This is an optimization exercise on Yosys and OpenROAD, whose aim is small area, a short achievable clock period and few clock cycles per item, not a production implementation. At most, simulation tests tie the RTL to the original design; equivalence was not proved. No functional check of the RTL was part of runs 2 to 4. No activity file was given, so power comes from the tool's default toggle rates.

==> flow/design.v <==
module rmt_wrapper #(
    parameter int unsigned C_S_AXIS_DATA_WIDTH  = 512,
    parameter int unsigned C_S_AXIS_TUSER_WIDTH = 128,
    parameter int unsigned C_M_AXIS_DATA_WIDTH  = 512,
    parameter int unsigned C_S_AXI_DATA_WIDTH   = 32,
    parameter int unsigned C_S_AXI_ADDR_WIDTH   = 12,
    parameter logic [31:0] C_BASEADDR           = 32'h80000000,
    parameter int unsigned PHV_ADDR_WIDTH       = 4
) (
    input  logic                              clk,
    input  logic                              aresetn,
    input  logic [C_S_AXIS_DATA_WIDTH-1:0]    s_axis_tdata,
    input  logic [C_S_AXIS_DATA_WIDTH/8-1:0]  s_axis_tkeep,
    input  logic [C_S_AXIS_TUSER_WIDTH-1:0]   s_axis_tuser,
    input  logic                              s_axis_tvalid,
    output logic                              s_axis_tready,
    input  logic                              s_axis_tlast,
    output logic [C_M_AXIS_DATA_WIDTH-1:0]    m_axis_tdata,
    output logic [C_M_AXIS_DATA_WIDTH/8-1:0]  m_axis_tkeep,
    output logic [C_S_AXIS_TUSER_WIDTH-1:0]   m_axis_tuser,
    output logic                              m_axis_tvalid,
    input  logic                              m_axis_tready,
    output logic                              m_axis_tlast
);
    localparam int unsigned DATA_W  = C_M_AXIS_DATA_WIDTH;
    localparam int unsigned KEEP_W  = DATA_W / 8;
    localparam int unsigned USER_W  = C_S_AXIS_TUSER_WIDTH;
    localparam int unsigned ENTRIES = 1 << PHV_ADDR_WIDTH;
    localparam int unsigned KEY_W   = 16;
    logic unused_c;
    assign unused_c = ^{C_S_AXI_DATA_WIDTH, C_S_AXI_ADDR_WIDTH, C_BASEADDR};
    function automatic logic [7:0] pkt_byte(input logic [DATA_W-1:0] d, input int unsigned n);
        pkt_byte = d[8*n +: 8];
    endfunction
    function automatic logic [15:0] be16(input logic [DATA_W-1:0] d, input int unsigned n);
        be16 = {pkt_byte(d, n), pkt_byte(d, n + 1)};
    endfunction
    function automatic logic [31:0] be32(input logic [DATA_W-1:0] d, input int unsigned n);
        be32 = {be16(d, n), be16(d, n + 2)};
    endfunction
    logic                  beat0_q, drop_q;
    logic [KEY_W-1:0]      tbl_key_q [ENTRIES];
    logic [2:0]            tbl_code_q [ENTRIES];
    logic                  m_valid_q;
    logic [DATA_W-1:0]     m_data_q;
    logic [KEEP_W-1:0]     m_keep_q;
    logic [USER_W-1:0]     m_user_q;
    logic                  m_last_q;
    logic [4:0]            act_q;       
    logic                  s_ready_c, accept_c;
    logic                  is_udp_c, is_cfg_c, cfg_wr_c, drop_beat_c;
    logic [KEY_W-1:0]      data_key_c;
    logic [ENTRIES-1:0]    match_c;
    logic [2:0]            hit_code_c;
    logic [4:0]            act_c;
    logic [2:0]            wr_code_c;
    logic [7:0]            wr_op_c;
    assign s_ready_c     = !m_valid_q || m_axis_tready;
    assign accept_c      = s_axis_tvalid && s_ready_c;
    assign s_axis_tready = s_ready_c;
    always_comb begin
        is_udp_c   = (be16(s_axis_tdata, 12) == 16'h8100) &&
                     (be16(s_axis_tdata, 16) == 16'h0800) &&
                     (pkt_byte(s_axis_tdata, 27) == 8'h11);
        is_cfg_c   = is_udp_c && (be16(s_axis_tdata, 40) == 16'hF1F2);
        data_key_c = be16(s_axis_tdata, 46);
    end
    always_comb begin
        for (int i = 0; i < ENTRIES; i++)
            match_c[i] = (tbl_code_q[i] != 3'd0) && (tbl_key_q[i] == data_key_c);
        hit_code_c = 3'd0;
        for (int i = ENTRIES - 1; i >= 0; i--)
            if (match_c[i]) hit_code_c = tbl_code_q[i];
    end
    always_comb begin
        act_c = 5'd0;
        if (is_udp_c && s_axis_tkeep[59]) begin
            case (hit_code_c)
                3'd1: act_c = 5'b00001;
                3'd2: act_c = 5'b00010;
                3'd3: act_c = 5'b00100;
                3'd4: act_c = 5'b01000;
                3'd5: act_c = 5'b10000;
                default: act_c = 5'd0;
            endcase
        end
    end
    always_comb begin
        drop_beat_c = beat0_q ? is_cfg_c : drop_q;
        cfg_wr_c    = accept_c && beat0_q && is_cfg_c;
        wr_op_c     = pkt_byte(s_axis_tdata, 49);
        if (!s_axis_tdata[8*50])
            wr_code_c = 3'd0;
        else if (wr_op_c >= 8'd1 && wr_op_c <= 8'd5)
            wr_code_c = wr_op_c[2:0];
        else
            wr_code_c = 3'd6;
    end
    always_ff @(posedge clk or posedge aresetn) begin
        if (aresetn) begin
            beat0_q   <= 1'b1;
            drop_q    <= 1'b0;
            m_valid_q <= 1'b0;
        end else if (s_ready_c) begin
            m_valid_q <= s_axis_tvalid && !drop_beat_c;
            if (s_axis_tvalid) begin
                beat0_q <= s_axis_tlast;
                drop_q  <= drop_beat_c && !s_axis_tlast;
            end
        end
    end
    always_ff @(posedge clk) begin
        if (s_ready_c) begin
            m_data_q <= s_axis_tdata;
            m_keep_q <= s_axis_tkeep;
            m_user_q <= s_axis_tuser;
            m_last_q <= s_axis_tlast;
            act_q    <= beat0_q ? act_c : 5'd0;
        end
    end
    always_ff @(posedge clk or posedge aresetn) begin
        if (aresetn) begin
            for (int i = 0; i < ENTRIES; i++) tbl_code_q[i] <= 3'd0;
        end else if (cfg_wr_c) begin
            tbl_code_q[s_axis_tdata[8*46 +: PHV_ADDR_WIDTH]] <= wr_code_c;
        end
    end
    always_ff @(posedge clk) begin
        if (cfg_wr_c) tbl_key_q[s_axis_tdata[8*46 +: PHV_ADDR_WIDTH]] <= be16(s_axis_tdata, 47);
    end
    logic [31:0] op_a, op_b, res;
    always_comb begin
        op_a = be32(m_data_q, 48);
        op_b = be32(m_data_q, 52);
        res  = ({32{act_q[0]}} & (op_a + op_b)) |
               ({32{act_q[1]}} & (op_a - op_b)) |
               ({32{act_q[2]}} & (op_a & op_b)) |
               ({32{act_q[3]}} & (op_a | op_b)) |
               ({32{act_q[4]}} & (op_a ^ op_b));
    end
    always_comb begin
        m_axis_tdata = m_data_q;
        if (act_q != 5'd0) begin
            for (int i = 0; i < 4; i++)
                m_axis_tdata[8*(56 + i) +: 8] = res[8*(3 - i) +: 8];
        end
    end
    assign m_axis_tvalid = m_valid_q;
    assign m_axis_tkeep  = m_keep_q;
    assign m_axis_tuser  = m_user_q;
    assign m_axis_tlast  = m_last_q;
endmodule
==> flow/run.sh <==
#!/bin/bash
# synth_recipe.tcl (not shown) runs the flow's synth.tcl, then flattens the netlist and writes it again
# the make line also repeats each setting of config.mk as NAME=value (left out here)
make -C /OpenROAD-flow-scripts/flow DESIGN_CONFIG=/design/flow/config.mk WORK_HOME=/design/flow/orfs CLKGATE_MAP_FILE= SYNTH_SCRIPT=/design/flow/synth_recipe.tcl finish
==> flow/config.mk <==
export PLATFORM = sky130hd
export DESIGN_NAME = rmt_wrapper
export DESIGN_NICKNAME = rmt_wrapper
export VERILOG_FILES = /design/flow/design.v
export SDC_FILE = /design/flow/constraint.sdc
export NUM_CORES = 4
export LEC_CHECK = 0
export CAP_MARGIN = 20
export CORE_AREA = 10 10 510 510
export DIE_AREA = 0 0 520 520
export SLEW_MARGIN = 20
==> flow/constraint.sdc <==
create_clock -name core_clock -period 8.5 [get_ports {clk}]
set_input_delay 1.7000 -clock core_clock [delete_from_list [all_inputs] [get_ports {clk}]]
set_output_delay 1.7000 -clock core_clock [all_outputs]
set_load 0.01 [all_outputs]
==> impl_metrics.toml, run 1 <==
[outcome]
status = "no timing/DRC/antenna violations"

[global_route]
grt_pass1_vias = 28000
grt_usage_pct = 17.2
grt_most_used_layer = "met2"
antenna_found_initial = 241
grt_remaining_overflow = 0
grt_max_degree = 159
grt.met1_usage_pct = 20.2
grt.met2_usage_pct = 29.1
grt_pass1_wl_mm = 308
grt_use_met3_pct = 7.88

[power]
ir_drop_uv = 172
p_leak_nw = 22.0
cellPowerDensity_mw_per_mm2 = 217

[die]
start_util_pct = 17.6
io_pins = 1416
die_x_um = 520
core_region_area_mm2 = 0.249
row_count = 183
die_h_um = 520
dieArea_mm2 = 0.270

[placed_design]
place_ws_ns = 2.35
place_congestion = 0.943
dp_hpwl_mm = 202
port-buffer-count = 1415
dpl-instance-area_mm2 = 0.0584

[worst_setup_path]
path_max_fanout = 13
ff2ff_path_depth = 8
worstReg2RegEnd = "tbl_code_q[6][0]$_DFFE_PP0P_"
crit_buf_inv = 2
reg2reg_slack_ns = 4.57
slowest_delay_ns = 0.77
cp-start-kind = "flop"
cp.arrival_ns = 5.22
crit_top_cell = "nand3_1"
r2r_start = "beat0_q$_DFFE_PP1P_"
path_cells = "inv_1 > ha_1 > nand3_1 > and3_1 > a2111oi_0 > nand3_1 > o21ai_1 > o31a_1 > a311oi_1 > nor3b_1 > o32ai_1 > a21oi_1 > clkdlybuf4s50_1"
slowest_stage = "a2111oi_0"
critPathKind = "flop to output pin"
crit_family = "compound AO/OA/AOI/OAI gates"
required_ns = 6.80
critPathCaptureType = "output pin"

[clock_tree]
cts_tree = "built"
cts.path.max_buffers = 3
cts_htree_levels = 4
clkSinkCount = 1017
cts_setup_buffers = 0
cts-buffers-inserted = 133
cts_resized = 0
clk_pin_slew_ns = 0.06
hold_buffers = 0
cts-root-buf = "clkbuf_16"
clk_latency_ns = 0.77

[timing]
tns_ns = 0
slew_headroom_pct = 19.6
slew_viol_final = 0
setup_violations = 0
setup_slack_ns = 1.58
max_freq_mhz = 144
min_period_ns = 6.92
fin_crit_sh_pct = 81.5
whs_ns = 0.531
rsz0062_at_grt = "false"
finClkSkew_ns = 0.0337
tightestPinTransition_ns = 1.20
final_hold_viol_count = 0

[logic_synthesis]
syn_area_mm2 = 0.0437
synth-edff-count = 966
netlist.area_leader.share_pct = 66.4
synth.area.top_cells = "edfxtp_1, buf_4, xor2_1"
ys_warn_count = 2
syn_nets = 3726
syn_area_per_cell_um2 = 15.0
ys_types = 90
synthCells = 2920
async_flop_share_pct = 5.01
ys.flop_type = "edfxtp_1"
yosysMostFrequentCell = "edfxtp_1"
synth_common_cells = "edfxtp_1, buf_4, xor2_1"
seq_area_frac_synth_pct = 69.3
ys_seq_elements = 1017
yosysTopAreaCell = "edfxtp_1"

[routing]
dr.pass1.iters = 5
routed_wl_mm = 244
vias = 28900
via_per_inst = 3.89
wire_per_inst_um = 32.9
drc = 0
ant_nets = 0
drt-initial-drc-count = 2588

[layout]
fill_cells = 25700
seq_area_mm2 = 0.0303
drive_gt1_share_pct = 8.20
multiInputGateArea_mm2 = 0.00901
fin_util_pct = 25.3
areaGrowthSynthToFinish_pct = 44.1
fin_nets = 4759
stdcell_area_mm2 = 0.0630

[hold_path]
whs_path_depth = 2
hold_path_startpoint = "drop_q$_DFFE_PP0P_"
worst_hold_path_type = "flop to flop"
worstHoldEndpoint = "drop_q$_DFFE_PP0P_"

[job]
max-cap-violations = 0
where the power goes:
part	internal, mW	total (mW)	switching (mW)
Sequential	5.79	5.92	0.127
Combinational	0.923	1.96	1.04
Clock	3.41	5.82	2.40
Total	10.1	13.7	3.57
kinds of logic (layout without fill, tap and decap cells):
| group | Yosys count | count (layout) | synth area share (%) |
|---|---|---|---|
| buffers and inverters | 678 | 1818 | 10.2 |
| AO/OA/AOI/OAI | 325 | 325 | 4.98 |
| XOR/XNOR | 301 | 301 | 6.03 |
| AND/OR/NAND/NOR | 449 | 449 | 5.37 |
| adder cells (fa/ha/maj) | 97 | 97 | 2.81 |
| other | 0 | 30 | 0 |
| multiplexers | 53 | 53 | 1.34 |
| flip-flops | 1017 | 1017 | 69.3 |
cell type report:
class,count,area share (%)
antenna,30,0.119
clock buffer,162,5.59
clock inverter,80,1.52
inverter,112,0.667
multi-input combinational,1225,14.3
sequential,1017,48.1
tap,3330,6.61
timing repair buffer,1464,23.1
state kept, by name, summed over array words and instances (netlist names):
signal,flops
tbl_key_q,256
m_last_q,1
m_user_q,128
beat0_q,1
act_q,5
drop_q,1
m_data_q,512
m_valid_q,1
m_keep_q,64
tbl_code_q,48
worst reg2reg max path, delay by kind of cell (launching register included):
family,cells,cell delay (ns)
multiplexers,1,0.43
flip-flops,1,0.54
AND/OR/NAND/NOR,7,2.83
through the flow:
stage,cells,power [mW]
finish,7420,13.7
global route,7394,14.2
floorplan,2920,6.87
detailed placement,7147,8.02
global placement,7147,8.01
CTS,7389,14.0
cell usage in the layout, fill, tap and decap left out, drive strengths merged, types with 85 or more instances in the layout:
cell type	instances
clkdlybuf4s50	1410
edfxtp	966
xor2	181
clkbuf	162
nor2	127
xnor2	120
inv	119
a21oi	107
ha	95
nand2	85
worst max-delay path by stage:
| stage | startpoint | endpoint | slack, ns | depth (start not counted) |
|---|---|---|---|---|
| 2_1_floorplan | m_axis_tready | tbl_code_q[6][0]$_DFFE_PP0P_ | -0.57 | 5 |
| 3_3_place_gp | m_data_q[405]$_DFFE_PN_ | m_axis_tdata[451] | 2.45 | 13 |
| 3_5_place_dp | m_data_q[437]$_DFFE_PN_ | m_axis_tdata[451] | 2.35 | 13 |
| 4_1_cts | m_data_q[437]$_DFFE_PN_ | m_axis_tdata[451] | 1.49 | 13 |
| 5_1_grt | m_data_q[405]$_DFFE_PN_ | m_axis_tdata[451] | 1.35 | 13 |
| 6_report | m_data_q[437]$_DFFE_PN_ | m_axis_tdata[451] | 1.58 | 13 |
metal layers:
layer  up-vias  share of wire (%)
met2      1708                 48
met1     14400                 39
met5         -               0.22
li1      12200                  -
met4        82                2.4
met3       502                 11
Testbench counts, summed over its fixed seeds: cycles 9,756, items 9,749.
==> run 2: changes to the inputs <==
--- a/flow/design.v
+++ b/flow/design.v
@@ -46,7 +46,6 @@
     logic [KEEP_W-1:0]     m_keep_q;
     logic [USER_W-1:0]     m_user_q;
     logic                  m_last_q;
-    logic [4:0]            act_q;       
     logic                  s_ready_c, accept_c;
     logic                  is_udp_c, is_cfg_c, cfg_wr_c, drop_beat_c;
     logic [KEY_W-1:0]      data_key_c;
@@ -55,7 +54,7 @@
     logic [4:0]            act_c;
     logic [2:0]            wr_code_c;
     logic [7:0]            wr_op_c;
-    assign s_ready_c     = !m_valid_q || m_axis_tready;
+    assign s_ready_c     = m_axis_tready;
     assign accept_c      = s_axis_tvalid && s_ready_c;
     assign s_axis_tready = s_ready_c;
     always_comb begin
@@ -65,12 +64,28 @@
         is_cfg_c   = is_udp_c && (be16(s_axis_tdata, 40) == 16'hF1F2);
         data_key_c = be16(s_axis_tdata, 46);
     end
+    logic [2:0] pc1 [8];
+    logic [2:0] pc2 [4];
+    logic [2:0] pc3 [2];
+    logic [7:0] pm1;
+    logic [3:0] pm2;
+    logic [1:0] pm3;
     always_comb begin
         for (int i = 0; i < ENTRIES; i++)
             match_c[i] = (tbl_code_q[i] != 3'd0) && (tbl_key_q[i] == data_key_c);
-        hit_code_c = 3'd0;
-        for (int i = ENTRIES - 1; i >= 0; i--)
-            if (match_c[i]) hit_code_c = tbl_code_q[i];
+        for (int i = 0; i < 8; i++) begin
+            pm1[i] = match_c[2*i] | match_c[2*i+1];
+            pc1[i] = match_c[2*i] ? tbl_code_q[2*i] : (match_c[2*i+1] ? tbl_code_q[2*i+1] : 3'd0);
+        end
+        for (int i = 0; i < 4; i++) begin
+            pm2[i] = pm1[2*i] | pm1[2*i+1];
+            pc2[i] = pm1[2*i] ? pc1[2*i] : pc1[2*i+1];
+        end
+        for (int i = 0; i < 2; i++) begin
+            pm3[i] = pm2[2*i] | pm2[2*i+1];
+            pc3[i] = pm2[2*i] ? pc2[2*i] : pc2[2*i+1];
+        end
+        hit_code_c = pm3[0] ? pc3[0] : pc3[1];
     end
     always_comb begin
         act_c = 5'd0;
@@ -83,6 +98,47 @@
                 3'd5: act_c = 5'b10000;
                 default: act_c = 5'd0;
             endcase
+        end
+    end
+    logic [31:0]       op_a, op_b, res, sum_add, sum_sub;
+    logic [31:0]       ga [6];
+    logic [31:0]       pa [6];
+    logic [31:0]       gs [6];
+    logic [31:0]       ps [6];
+    logic [DATA_W-1:0] mod_data_c;
+    always_comb begin
+        op_a  = be32(s_axis_tdata, 48);
+        op_b  = be32(s_axis_tdata, 52);
+        ga[0] = op_a & op_b;
+        pa[0] = op_a ^ op_b;
+        gs[0] = op_a & ~op_b;
+        ps[0] = ~pa[0];
+        gs[0][0] = gs[0][0] | ps[0][0];
+        for (int l = 0; l < 5; l++) begin
+            ga[l+1] = ga[l];
+            pa[l+1] = pa[l];
+            gs[l+1] = gs[l];
+            ps[l+1] = ps[l];
+            for (int i = 0; i < 32; i++) begin
+                if (((i >> l) & 1) == 1) begin
+                    ga[l+1][i] = ga[l][i] | (pa[l][i] & ga[l][((i >> l) << l) - 1]);
+                    pa[l+1][i] = pa[l][i] & pa[l][((i >> l) << l) - 1];
+                    gs[l+1][i] = gs[l][i] | (ps[l][i] & gs[l][((i >> l) << l) - 1]);
+                    ps[l+1][i] = ps[l][i] & ps[l][((i >> l) << l) - 1];
+                end
+            end
+        end
+        sum_add = pa[0] ^ {ga[5][30:0], 1'b0};
+        sum_sub = ps[0] ^ {gs[5][30:0], 1'b1};
+        res  = ({32{act_c[0]}} & sum_add) |
+               ({32{act_c[1]}} & sum_sub) |
+               ({32{act_c[2]}} & ga[0]) |
+               ({32{act_c[3]}} & (ga[0] | pa[0])) |
+               ({32{act_c[4]}} & pa[0]);
+        mod_data_c = s_axis_tdata;
+        if (beat0_q && act_c != 5'd0) begin
+            for (int i = 0; i < 4; i++)
+                mod_data_c[8*(56 + i) +: 8] = res[8*(3 - i) +: 8];
         end
     end
     always_comb begin
@@ -111,11 +167,10 @@
     end
     always_ff @(posedge clk) begin
         if (s_ready_c) begin
-            m_data_q <= s_axis_tdata;
+            m_data_q <= mod_data_c;
             m_keep_q <= s_axis_tkeep;
             m_user_q <= s_axis_tuser;
             m_last_q <= s_axis_tlast;
-            act_q    <= beat0_q ? act_c : 5'd0;
         end
     end
     always_ff @(posedge clk or posedge aresetn) begin
@@ -128,23 +183,7 @@
     always_ff @(posedge clk) begin
         if (cfg_wr_c) tbl_key_q[s_axis_tdata[8*46 +: PHV_ADDR_WIDTH]] <= be16(s_axis_tdata, 47);
     end
-    logic [31:0] op_a, op_b, res;
-    always_comb begin
-        op_a = be32(m_data_q, 48);
-        op_b = be32(m_data_q, 52);
-        res  = ({32{act_q[0]}} & (op_a + op_b)) |
-               ({32{act_q[1]}} & (op_a - op_b)) |
-               ({32{act_q[2]}} & (op_a & op_b)) |
-               ({32{act_q[3]}} & (op_a | op_b)) |
-               ({32{act_q[4]}} & (op_a ^ op_b));
-    end
-    always_comb begin
-        m_axis_tdata = m_data_q;
-        if (act_q != 5'd0) begin
-            for (int i = 0; i < 4; i++)
-                m_axis_tdata[8*(56 + i) +: 8] = res[8*(3 - i) +: 8];
-        end
-    end
+    assign m_axis_tdata  = m_data_q;
     assign m_axis_tvalid = m_valid_q;
     assign m_axis_tkeep  = m_keep_q;
     assign m_axis_tuser  = m_user_q;
==> flow/flow/run.sh (new file) <==
#!/bin/bash
# Standard ORFS layout, with the port buffers made from the smallest buffer
# cell instead of the default delay buffer. Full tool output goes to
# flow_standard.log in the work folder.
set -uo pipefail
bash standard.sh 'BUFFER_PORTS_ARGS=-buffer_cell sky130_fd_sc_hd__buf_1' finish > flow_standard.log 2>&1
==> flow/standard.sh (new file) <==
#!/bin/bash
# synth_recipe.tcl (not shown) runs the flow's synth.tcl, then flattens the netlist and writes it again
# the make line also repeats each setting of config.mk as NAME=value (left out here)
make -C /OpenROAD-flow-scripts/flow DESIGN_CONFIG=/design/flow/config.mk WORK_HOME=/design/flow/orfs CLKGATE_MAP_FILE= SYNTH_SCRIPT=/design/flow/synth_recipe.tcl "${@:-finish}"
--- a/flow/config.mk
+++ b/flow/config.mk
@@ -5,7 +5,13 @@
 export SDC_FILE = /design/flow/constraint.sdc
 export NUM_CORES = 4
 export LEC_CHECK = 0
+export ABC_AREA = 1
+export ABC_CLOCK_PERIOD_IN_PS = 3000
 export CAP_MARGIN = 20
-export CORE_AREA = 10 10 510 510
-export DIE_AREA = 0 0 520 520
+export CORE_AREA = 5 5 485 485
+export CTS_BUF_LIST = sky130_fd_sc_hd__clkbuf_16
+export CTS_CLUSTER_DIAMETER = 80
+export CTS_CLUSTER_SIZE = 24
+export DIE_AREA = 0 0 490 490
+export SETUP_SLACK_MARGIN = 4.4
 export SLEW_MARGIN = 20
removed: flow/run.sh
==> run 2 against run 1 <==
Against the previous run: synthesized cell count rose by 18%; cell count rose by 12%; worst setup slack improved by 2.8 ns; flip-flop and latch count fell by 5; global-route usage rose by 10 points; die area fell by 11%; clock skew fell by 0.011 ns; first-iteration DRC count rose by 72%; non-clock buffer count rose by 128; core utilization fell by 0.24 points; sequential share of layout area rose by 4.2 points; final area fell by 8.5%.
==> impl_metrics.toml, run 2 <==
[timing]
setup_violations = 0
max_freq_mhz = 245
fin_crit_sh_pct = 48.0
tns_ns = 0
finClkSkew_ns = 0.0231
slew_headroom_pct = 17.0
slew_viol_final = 0
final_hold_viol_count = 0
tightestPinTransition_ns = 1.25
min_period_ns = 4.08
rsz0062_at_grt = "true"

[logic_synthesis]
syn_nets = 4261
async_flop_share_pct = 5.04
seq_area_frac_synth_pct = 71.7
synth.area.top_cells = "edfxtp_1, nand2_1, inv_1"
ys.flop_type = "edfxtp_1"
syn_area_mm2 = 0.0420
yosysMostFrequentCell = "edfxtp_1"
synth-edff-count = 961
syn_area_per_cell_um2 = 12.2
ys_types = 53
yosysTopAreaCell = "edfxtp_1"
ys_warn_count = 9
synth_common_cells = "edfxtp_1, nand2_1, inv_1"
ys_seq_elements = 1012
synthCells = 3448
netlist.area_leader.share_pct = 68.6

[clock_tree]
cts-root-buf = "clkbuf_16"
cts_htree_levels = 3
clk_latency_ns = 0.75
cts.path.max_buffers = 3
cts_tree = "built"
clk_pin_slew_ns = 0.08
hold_buffers = 0
clkSinkCount = 1012
cts-buffers-inserted = 91

[power]
p_total_mw = 12.4
ir_drop_uv = 154
p_leak_nw = 21.6
cellPowerDensity_mw_per_mm2 = 215

[worst_setup_path]
r2r_start = "tbl_code_q[6][0]$_DFFE_PP0P_"
ff2ff_path_depth = 22
critPathCaptureType = "flop"
slowest_delay_ns = 0.58
worstReg2RegEnd = "m_data_q[450]$_DFFE_PP_"
required_ns = 9.00
critPathKind = "primary input to flop"
crit_family = "simple AND/OR/NAND/NOR gates"
reg2reg_slack_ns = 4.98
cp.arrival_ns = 4.58
path_max_fanout = 12
path_cells = "buf_1 > or2_2 > nor3_2 > nand4_1 > nor2_4 > buf_4 > nand2_2 > inv_2 > nand3_4 > nor2_4 > nor2_1 > nand2_2 > nand2_4 > buf_12 > nor2_1 > nor2_1"
crit_top_cell = "nor2_1"
slowest_stage = "nand4_1"
cp-start-kind = "primary input"
crit_buf_inv = 4

[die]
row_count = 176
start_util_pct = 18.3
dieArea_mm2 = 0.240
core_region_area_mm2 = 0.230
die_h_um = 490
die_x_um = 490
io_pins = 1416

[outcome]
status = "no timing/DRC/antenna violations"

[placed_design]
dp_hpwl_mm = 292
placed_cells = 7868
port-buffer-count = 1415
place_congestion = 1.05

[global_route]
antenna_found_initial = 273
grt_usage_pct = 27.6
grt_pass1_wl_mm = 416
grt_use_met3_pct = 10.1
grt.met1_usage_pct = 36.5
grt_max_degree = 149
grt_remaining_overflow = 0
grt_most_used_layer = "met2"
grt_pass1_vias = 32500
grt.met2_usage_pct = 42.2

[routing]
ant_nets = 0
routed_wl_mm = 346
dr.pass1.iters = 6
wire_per_inst_um = 41.7
drt-initial-drc-count = 4451
via_per_inst = 4.31
vias = 35700
drc = 0

[hold_path]
whs_path_depth = 1
worstHoldEndpoint = "drop_q$_DFFE_PP0P_"
worst_hold_path_type = "flop to flop"
hold_path_startpoint = "drop_q$_DFFE_PP0P_"

[layout]
final_common_cell = "buf_1"
instances_no_fill = 8302
fin_util_pct = 25.1
drive_gt1_share_pct = 11.0
fin_nets = 5872
final_cell_mix = "buf_1, edfxtp_1, nand2_1"
largest_reg_flops = 512
top_register = "m_data_q"
areaGrowthSynthToFinish_pct = 37.1

[job]
max-cap-violations = 0
## run 2: layout make-up
class,instances,area (um^2)
clock inverter,78,1150
sequential,1012,30100
timing repair buffer,1592,7720
clock buffer,91,2280
multi-input combinational,1959,10600
tap,3026,3790
inverter,403,1630
antenna,141,353
fill,24600,172000
## run 2: cells by family after synthesis
kind of cell / after synthesis / synth area share, %
AO/OA/AOI/OAI: 168 / 2.21
AND/OR/NAND/NOR: 1572 / 15.6
XOR/XNOR: 113 / 2.35
flip-flops: 1012 / 71.7
adder cells (fa/ha/maj): 104 / 3.27
buffers and inverters: 479 / 4.90
## run 2: layer usage
layer | vias to the layer above | wire [um] | share of wire, %
li1 | 14900 | - | -
met5 | - | 650 | 0.19
met4 | 102 | 12600 | 3.6
met1 | 17800 | 145000 | 42
met3 | 525 | 38200 | 11
met2 | 2327 | 150000 | 43
## run 2: how the worst max path moves through the flow
| stage | start | cells past startpoint | end |
|---|---|---|---|
| 2_1_floorplan | s_axis_tdata[442] | 21 | m_data_q[456]$_DFFE_PP_ |
| 3_3_place_gp | s_axis_tdata[379] | 23 | m_data_q[449]$_DFFE_PP_ |
| 3_5_place_dp | s_axis_tdata[379] | 23 | m_data_q[449]$_DFFE_PP_ |
| 5_1_grt | s_axis_tdata[425] | 21 | m_data_q[449]$_DFFE_PP_ |
| 6_report | s_axis_tdata[101] | 16 | m_data_q[465]$_DFFE_PP_ |
| 4_1_cts | s_axis_tdata[393] | 21 | m_data_q[449]$_DFFE_PP_ |
## run 2: per-stage QoR
stage          worst slack, ns  cell area, um^2  hold slack, ns
2_1_floorplan             4.40            42100           0.444
5_1_grt                   4.34            57400           0.496
3_5_place_dp              2.11            51200           0.466
4_1_cts                   4.33            56000           0.483
3_3_place_gp              2.08            51200           0.458
6_report                  4.42            57600           0.480
## run 2: worst reg2reg max path: stages, from the launching register on
cell and delay [ns]:
dfrtp_1 0.43, nor3_1 0.61, nor2_1 0.08, nand2_1 0.12
nor2_2 0.06, nand3_4 0.10, nand2_2 0.09, nor2_4 0.14
inv_2 0.08, nor2_4 0.20, nand3b_4 0.24, nand2_8 0.10
buf_6 0.13, nor2_4 0.14, nand2_2 0.07, nand2_2 0.07
nor2_2 0.05, nor2_4 0.13, buf_12 0.16, clkbuf_16 0.14
nand2_1 0.05, nand2_1 0.07, inv_1 0.03
## run 2: repair_timing
item                       CTS  global route
cloned                      10            10
hold endpoints to repair     0             0
pin swaps                   22            58
setup endpoints to repair  337            91
buffers inserted            55            48
resized for setup          168           165
## run 2: report_power, final
| part | internal, mW | switching [mW] |
|---|---|---|
| logic | 0.354 | 1.18 |
| registers | 5.77 | 0.240 |
| clock network | 2.33 | 2.52 |
==> run 3: changes to the inputs <==
--- a/flow/config.mk
+++ b/flow/config.mk
@@ -9,9 +9,10 @@
 export ABC_CLOCK_PERIOD_IN_PS = 3000
 export CAP_MARGIN = 20
 export CORE_AREA = 5 5 485 485
-export CTS_BUF_LIST = sky130_fd_sc_hd__clkbuf_16
-export CTS_CLUSTER_DIAMETER = 80
-export CTS_CLUSTER_SIZE = 24
+export CTS_BUF_LIST = sky130_fd_sc_hd__clkbuf_8
+export CTS_CLUSTER_DIAMETER = 60
+export CTS_CLUSTER_SIZE = 16
 export DIE_AREA = 0 0 490 490
-export SETUP_SLACK_MARGIN = 4.4
+export PLACE_DENSITY = 0.75
+export SETUP_SLACK_MARGIN = 4.8
 export SLEW_MARGIN = 20
==> run 3 against run 2 <==
Against the previous run: the layout now fails its checks (antenna rules); clock-buffer cell count is 48 higher; cell count is 1.0% higher; sequential power is 2% lower; fmax is 2.8% higher; core utilization is 0.29 points higher; non-clock buffer count is 22 higher.
==> impl_metrics.toml, run 3 <==
[outcome]
status = "finished with violations"
violatedChecks = "antenna rules"

[power]
comb_power_share_pct = 12.6
power_frac_seq_pct = 49.9
p_sw_share_pct = 30.1
p_clk_share_pct = 37.5
cellPowerDensity_mw_per_mm2 = 203
p_leak_nw = 21.9
p_switching_mw = 3.57
ir_drop_uv = 148
p_int_mw = 8.27

[layout]
areaGrowthSynthToFinish_pct = 38.7
top_register = "m_data_q"
final_common_cell = "buf_1"
drive_gt1_share_pct = 14.1
stdcell_area_mm2 = 0.0583
largest_reg_flops = 512
fin_nets = 5942
final_cell_mix = "buf_1, edfxtp_1, nand2_1"

[die]
start_util_pct = 18.3
row_count = 176
die_h_um = 490
io_pins = 1416
dieArea_mm2 = 0.240
die_x_um = 490
core_region_area_mm2 = 0.230

[logic_synthesis]
seq_area_frac_synth_pct = 71.7
yosysTopAreaCell = "edfxtp_1"
ys_warn_count = 9
syn_area_per_cell_um2 = 12.2
synthCells = 3448
netlist.area_leader.share_pct = 68.6
synth_common_cells = "edfxtp_1, nand2_1, inv_1"
async_flop_share_pct = 5.04
synth.area.top_cells = "edfxtp_1, nand2_1, inv_1"
syn_area_mm2 = 0.0420
synth-edff-count = 961
ys_types = 53
syn_nets = 4261
yosysMostFrequentCell = "edfxtp_1"
ys.flop_type = "edfxtp_1"
ys_seq_elements = 1012

[routing]
met3_length_mm = 54.5
via_per_inst = 4.27
vias = 35800
met2_length_mm = 136
drc = 0
drt-initial-drc-count = 4752
wire_per_inst_um = 39.5
dr.pass1.iters = 6
routed_wl_mm = 331
top_layer = "met5"
wl_met1_mm = 124
ant_nets = 1

[timing]
fin_crit_sh_pct = 46.7
setup_violations = 0
rsz0062_at_grt = "true"
whs_ns = 0.485
final_hold_viol_count = 0
min_period_ns = 3.97
tns_ns = 0
slew_viol_final = 0
finClkSkew_ns = 0.0561
tightestPinTransition_ns = 1.18
slew_headroom_pct = 21.2
max_freq_mhz = 252

[placed_design]
dp_hpwl_mm = 276
port-buffer-count = 1415
place_congestion = 1.09
dpl-instance-area_mm2 = 0.0512

[clock_tree]
cts-root-buf = "clkbuf_8"
hold_buffers = 0
cts.path.max_buffers = 3
cts-buffers-inserted = 132
clkSinkCount = 1012
cts_tree = "built"
clk_pin_slew_ns = 0.06
cts_htree_levels = 4
clk_latency_ns = 0.91

[global_route]
grt_usage_pct = 26.5
grt_remaining_overflow = 0
grt_pass1_vias = 32700
grt_max_degree = 130
antenna_found_initial = 360
grt_pass1_wl_mm = 399

[worst_setup_path]
cp.arrival_ns = 4.59
critPathCaptureType = "flop"
slowest_delay_ns = 0.20
crit_buf_inv = 4
slowest_stage = "nor2_1"
required_ns = 9.13
critPathKind = "primary input to flop"
cp-start-kind = "primary input"
crit_family = "simple AND/OR/NAND/NOR gates"
path_max_fanout = 12
path_cells = "buf_4 > buf_12 > xor2_1 > nor2_1 > nand2_1 > nor2_4 > nand3_4 > nand2_4 > inv_2 > nand2_4 > nor2_1 > nand3_2 > nand3_4 > nand2_4 > buf_4 > nand2_8 > nor2_4 > nor2_4 > nand2_8 > nand2_8 > nor2_4 > nor2_2"
crit_top_cell = "nor2_4"

[hold_path]
worst_hold_path_type = "flop to flop"

[job]
max-cap-violations = 0
## run 3: cell counts after synthesis
No cell type changed its count.
## run 3: layout make-up
cell class	instances	area (um^2)
clock inverters	104	1210
inverters	403	1600
flip-flops and latches	1012	30100
well taps	3026	3790
multi-input cells	1966	11100
clock buffers	139	1910
diodes	122	305
repair buffers	1614	8260
fillers	24200	171000
## run 3: cells by family after synthesis
| family | share of synthesized area [%] |
|---|---|
| flops | 71.7 |
| compound gates | 2.21 |
| simple gates | 15.6 |
| fa+ha+maj | 3.27 |
| buf+inv | 4.90 |
| xor+xnor | 2.35 |
## run 3: power by group through the flow
stage,registers [mW],clock network (mW),logic [mW]
6_report,5.91,4.44,1.50
5_1_grt,5.93,4.74,1.57
4_1_cts,5.91,4.56,1.48
3_5_place_dp,6.02,0,1.40
3_3_place_gp,6.01,0,1.40
2_1_floorplan,6.10,0,0.286
## run 3: repair_timing
item,4_1_cts,5_1_grt
gates cloned,15,5
endpoints found under the setup margin,412,186
pin swaps,80,70
buffers inserted,116,19
hold endpoints to repair,0,0
gates resized for setup,322,157
## run 3: per-stage QoR
stage          power, mW  utilization, %  std cells  worst slack, ns
4_1_cts             11.9            24.9       8240             4.58
3_3_place_gp        7.41            22.3       7866             1.88
3_5_place_dp        7.42            22.3       7866             1.87
2_1_floorplan       6.38               -       3448             4.41
6_report            11.8            25.4       8386             4.53
5_1_grt             12.2            25.3       8306             4.53
## run 3: layer usage
layer  track usage, %  vias up
met5                0        -
met4             8.18      144
li1                 -    15100
met2             38.9     2742
met1             31.2    16900
met3             17.4      841
## run 3: worst paths after layout
| kind | start | endpoint | slack (ns) | depth (start not counted) |
|---|---|---|---|---|
| worst max register to register | tbl_code_q[10][0]$_DFFE_PP0P_ | m_data_q[466]$_DFFE_PP_ | 5.17 | 23 |
| worst min register to register | drop_q$_DFFE_PP0P_ | drop_q$_DFFE_PP0P_ | 0.48 | 1 |
| max in group asynchronous | aresetn | tbl_code_q[11][0]$_DFFE_PP0P_ | 6.84 | 3 |
| min in group asynchronous | aresetn | drop_q$_DFFE_PP0P_ | 1.00 | 3 |
| worst min-delay path | drop_q$_DFFE_PP0P_ | drop_q$_DFFE_PP0P_ | 0.48 | 1 |
| worst max-delay path | s_axis_tdata[380] | m_data_q[477]$_DFFE_PP_ | 4.53 | 22 |
## run 3: worst reg2reg max path, stage by stage (launching register included)
cell and delay (ns):
dfrtp_1 0.41, nor3_1 0.49, nor2_1 0.11, nand2_1 0.11, nor2_2 0.05, nand3_4 0.10
nand2_2 0.08, inv_2 0.07, nand2_4 0.07, nor2_1 0.12, nand3_2 0.15, nand3_4 0.15
nand2_4 0.10, buf_6 0.13, nor2_4 0.13, nand2_4 0.07, nand2_4 0.08, nor2_4 0.05
buf_12 0.13, nor2_4 0.14, buf_12 0.13, buf_12 0.14, nor2_4 0.04, nor2_1 0.10
==> run 4: changes to the inputs <==
--- a/flow/design.v
+++ b/flow/design.v
@@ -64,28 +64,12 @@
         is_cfg_c   = is_udp_c && (be16(s_axis_tdata, 40) == 16'hF1F2);
         data_key_c = be16(s_axis_tdata, 46);
     end
-    logic [2:0] pc1 [8];
-    logic [2:0] pc2 [4];
-    logic [2:0] pc3 [2];
-    logic [7:0] pm1;
-    logic [3:0] pm2;
-    logic [1:0] pm3;
     always_comb begin
         for (int i = 0; i < ENTRIES; i++)
             match_c[i] = (tbl_code_q[i] != 3'd0) && (tbl_key_q[i] == data_key_c);
-        for (int i = 0; i < 8; i++) begin
-            pm1[i] = match_c[2*i] | match_c[2*i+1];
-            pc1[i] = match_c[2*i] ? tbl_code_q[2*i] : (match_c[2*i+1] ? tbl_code_q[2*i+1] : 3'd0);
-        end
-        for (int i = 0; i < 4; i++) begin
-            pm2[i] = pm1[2*i] | pm1[2*i+1];
-            pc2[i] = pm1[2*i] ? pc1[2*i] : pc1[2*i+1];
-        end
-        for (int i = 0; i < 2; i++) begin
-            pm3[i] = pm2[2*i] | pm2[2*i+1];
-            pc3[i] = pm2[2*i] ? pc2[2*i] : pc2[2*i+1];
-        end
-        hit_code_c = pm3[0] ? pc3[0] : pc3[1];
+        hit_code_c = 3'd0;
+        for (int i = ENTRIES - 1; i >= 0; i--)
+            if (match_c[i]) hit_code_c = tbl_code_q[i];
     end
     always_comb begin
         act_c = 5'd0;
==> run 4 against run 3 <==
Against the previous run: the run now finishes clean; worst hold slack better by 0.010 ns; clock skew rose by 0.019 ns; sequential share of layout area grew 1.8 points; critical path depth is 15 higher; total power shrank 1.5%; via count shrank 7.7%; core utilization shrank 0.87 points; final area shrank 3.4%; clock-buffer cell count shrank 3; first-iteration DRC count fell by 8.8%; area after synthesis shrank 4.5%.
==> impl_metrics.toml, run 4 <==
[logic_synthesis]
yosysTopAreaCell = "edfxtp_1"
synth_xor_area_share_pct = 3.75
synthCells = 2829
synth_common_cells = "edfxtp_1, nand2_1, inv_1"
ys.flop_type = "edfxtp_1"
ys_warn_count = 6
synth_fa_ha_area_share_pct = 3.43
muxShareOfSynthArea_pct = 0
seq_area_frac_synth_pct = 75.1
synth_compound_area_share_pct = 3.58
syn_area_mm2 = 0.0401
yosysMostFrequentCell = "edfxtp_1"
ys_types = 61
ys_seq_elements = 1012
netlist.area_leader.share_pct = 71.9
synth-simple-area-share_pct = 10.4
synth-edff-count = 961
synth_top_family_by_area = "simple AND/OR/NAND/NOR gates"
async_flop_share_pct = 5.04
synth.area.top_cells = "edfxtp_1, nand2_1, dfrtp_1"
syn_nets = 3642
syn_area_per_cell_um2 = 14.2

[timing]
slew_viol_final = 0
rsz0062_at_grt = "true"
fin_crit_sh_pct = 56.3
slew_headroom_pct = 31.8
finClkSkew_ns = 0.0747
max_freq_mhz = 209
min_period_ns = 4.78
final_hold_viol_count = 0
setup_violations = 0
tightestPinTransition_ns = 1.02
tns_ns = 0

[power]
cellPowerDensity_mw_per_mm2 = 207
power_frac_seq_pct = 50.8
comb_power_share_pct = 11.9
p_sw_share_pct = 30.4
p_total_mw = 11.7
p_switching_mw = 3.54
p_int_mw = 8.12
p_leak_nw = 19.9
ir_drop_uv = 171
p_clk_share_pct = 37.3

[die]
dieArea_mm2 = 0.240
die_x_um = 490
row_count = 176
io_pins = 1416
die_h_um = 490
core_region_area_mm2 = 0.230
start_util_pct = 17.5

[placed_design]
dpl-instance-area_mm2 = 0.0496
place_congestion = 1.01
placed_cells = 7253
port-buffer-count = 1415
dp_hpwl_mm = 259

[global_route]
antenna_found_initial = 311
grt_usage_pct = 24.5
grt_max_degree = 162
grt_pass1_wl_mm = 373
grt_remaining_overflow = 0
grt_pass1_vias = 30600

[routing]
ant_nets = 0
dr.pass1.iters = 5
drc = 0
via_per_inst = 4.22
wire_per_inst_um = 39.3
drt-initial-drc-count = 4336
vias = 33000
routed_wl_mm = 308

[job]
max-cap-violations = 0

[layout]
fin_util_pct = 24.5
instances_no_fill = 7830
top_register = "m_data_q"
fill_cells = 24400
final_common_cell = "buf_1"
multiInputGateArea_mm2 = 0.00945
drive_gt1_share_pct = 16.4
fin_nets = 5354
largest_reg_flops = 512
final_cell_mix = "buf_1, edfxtp_1, nand2_1"
seq_area_mm2 = 0.0301
stdcell_area_mm2 = 0.0563
areaGrowthSynthToFinish_pct = 40.3

[worst_setup_path]
required_ns = 9.17
slowest_stage = "or2_1"
crit_cells = 37
crit_top_cell = "nand2_1"
crit_family = "simple AND/OR/NAND/NOR gates"
crit_start = "s_axis_tdata[379]"
cp.arrival_ns = 5.45
worstReg2RegEnd = "m_data_q[450]$_DFFE_PP_"
reg2reg_slack_ns = 4.39
r2r_start = "tbl_key_q[13][14]$_DFFE_PP_"
slowest_delay_ns = 0.27
cp-start-kind = "primary input"
critPathCaptureType = "flop"
critPathKind = "primary input to flop"
crit_buf_inv = 6
path_max_fanout = 21
ff2ff_path_depth = 41
cp-endpoint = "m_data_q[450]$_DFFE_PP_"

[clock_tree]
clk_latency_ns = 0.96
cts.path.max_buffers = 3
cts-buffers-inserted = 134
cts-root-buf = "clkbuf_8"
cts_tree = "built"
hold_buffers = 0
cts_htree_levels = 4
clkSinkCount = 1012
clk_pin_slew_ns = 0.09

[hold_path]
worst_hold_path_type = "flop to flop"

[outcome]
status = "no timing/DRC/antenna violations"
==> run 4: worst min-delay path by stage <==
stage          depth (start not counted)                         start                            to  slack (ns)
2_1_floorplan                          1            drop_q$_DFFE_PP0P_            drop_q$_DFFE_PP0P_        0.44
3_3_place_gp                           1            drop_q$_DFFE_PP0P_            drop_q$_DFFE_PP0P_        0.45
3_5_place_dp                           1            drop_q$_DFFE_PP0P_            drop_q$_DFFE_PP0P_        0.48
4_1_cts                                2  tbl_code_q[0][2]$_DFFE_PP0P_  tbl_code_q[0][2]$_DFFE_PP0P_        0.50
5_1_grt                                2  tbl_code_q[0][2]$_DFFE_PP0P_  tbl_code_q[0][2]$_DFFE_PP0P_        0.53
6_report                               1            drop_q$_DFFE_PP0P_            drop_q$_DFFE_PP0P_        0.49
==> run 4: what timing repair did <==
action                                  CTS  global route
hold endpoints to repair                  0             0
pin swaps                                68            41
gates cloned                             18             4
endpoints found under the setup margin  350           343
buffers inserted                        109            47
resized for setup                       224           211
==> run 4: power groups by stage <==
stage	registers (mW)	clock network (mW)	logic, mW
after detailed placement	6.04	0	1.30
final	5.92	4.36	1.38
after CTS	5.93	4.49	1.38
after global routing	5.95	4.70	1.46
after floorplan	6.10	0	0.256
after global placement	6.04	0	1.29
==> run 4: per-stage QoR <==
stage | worst slack [ns] | hold WS (ns)
after floorplan | 3.65 | 0.444
after global placement | 1.91 | 0.455
after detailed placement | 1.98 | 0.482
after CTS | 4.02 | 0.504
after global routing | 3.61 | 0.527
final | 3.72 | 0.495
==> run 4: final cells by class <==
class                      count  area share [%]
clock inverter               107            2.05
multi-input combinational   1464            16.8
inverter                     294            2.24
antenna                      156           0.693
timing repair inverter         3          0.0378
timing repair buffer        1632            14.6
tap                         3026            6.72
sequential                  1012            53.5
clock buffer                 136            3.32
==> run 4: kinds of logic after synthesis <==
family                   count (synthesis)
flip-flops                            1012
AND/OR/NAND/NOR                        944
AO/OA/AOI/OAI                          241
adder cells (fa/ha/maj)                104
buffers and inverters                  356
XOR/XNOR                               172
==> run 4: metal layers <==
| metal | share of wire [%] | GRT usage [%] | vias up |
|---|---|---|---|
| met5 | 0.39 | 0 | - |
| met4 | 2.8 | 5.64 | 188 |
| met3 | 20 | 18.3 | 621 |
| met2 | 41 | 35.5 | 2353 |
| met1 | 36 | 28.8 | 16300 |
| li1 | - | - | 13600 |
==> run 4: worst register-to-register path: cells and delay by family (launching register included) <==
| family | cells | cell delay [ns] |
|---|---|---|
| flops | 1 | 0.40 |
| simple gates | 35 | 2.88 |
| compound gates | 1 | 0.11 |
| buf+inv | 5 | 0.48 |

## afterwards: timing with drivers on the ports
No port has a modelled driver above. Below, the same layouts with a new extraction and two added sets of constraints. Step 1 sets driving cells, clkbuf_16 on the clock port and buf_2 on the other inputs (assumed; they add their load-dependent delay and slew). Step 2 moves the port delays by t, midway between the first and last clock arrival at a register: inputs arrive t later, outputs are due t later. That takes back most of the time a late clock gives input paths. a / b / c = no drivers / after step 1 / after step 2; a / b = the first two.
run | t, ns | setup WS [ns] | worst setup path at the end | worst slew at a driven data input, ns
run 1 | 0.844 | 1.576 / 1.486 / 2.330 | register to output | 0.32
run 2 | 0.839 | 4.419 / 4.436 / 3.640 | input to register | 0.48
run 3 | 0.967 | 4.531 / 4.529 / 3.631 | input to register | 0.43
run 4 | 0.984 | 3.715 / 3.758 / 2.774 | input to register | 0.48
The setup slack of run 4, which loses most, moves by +0.043 ns with the drivers and by -0.941 ns with both steps.
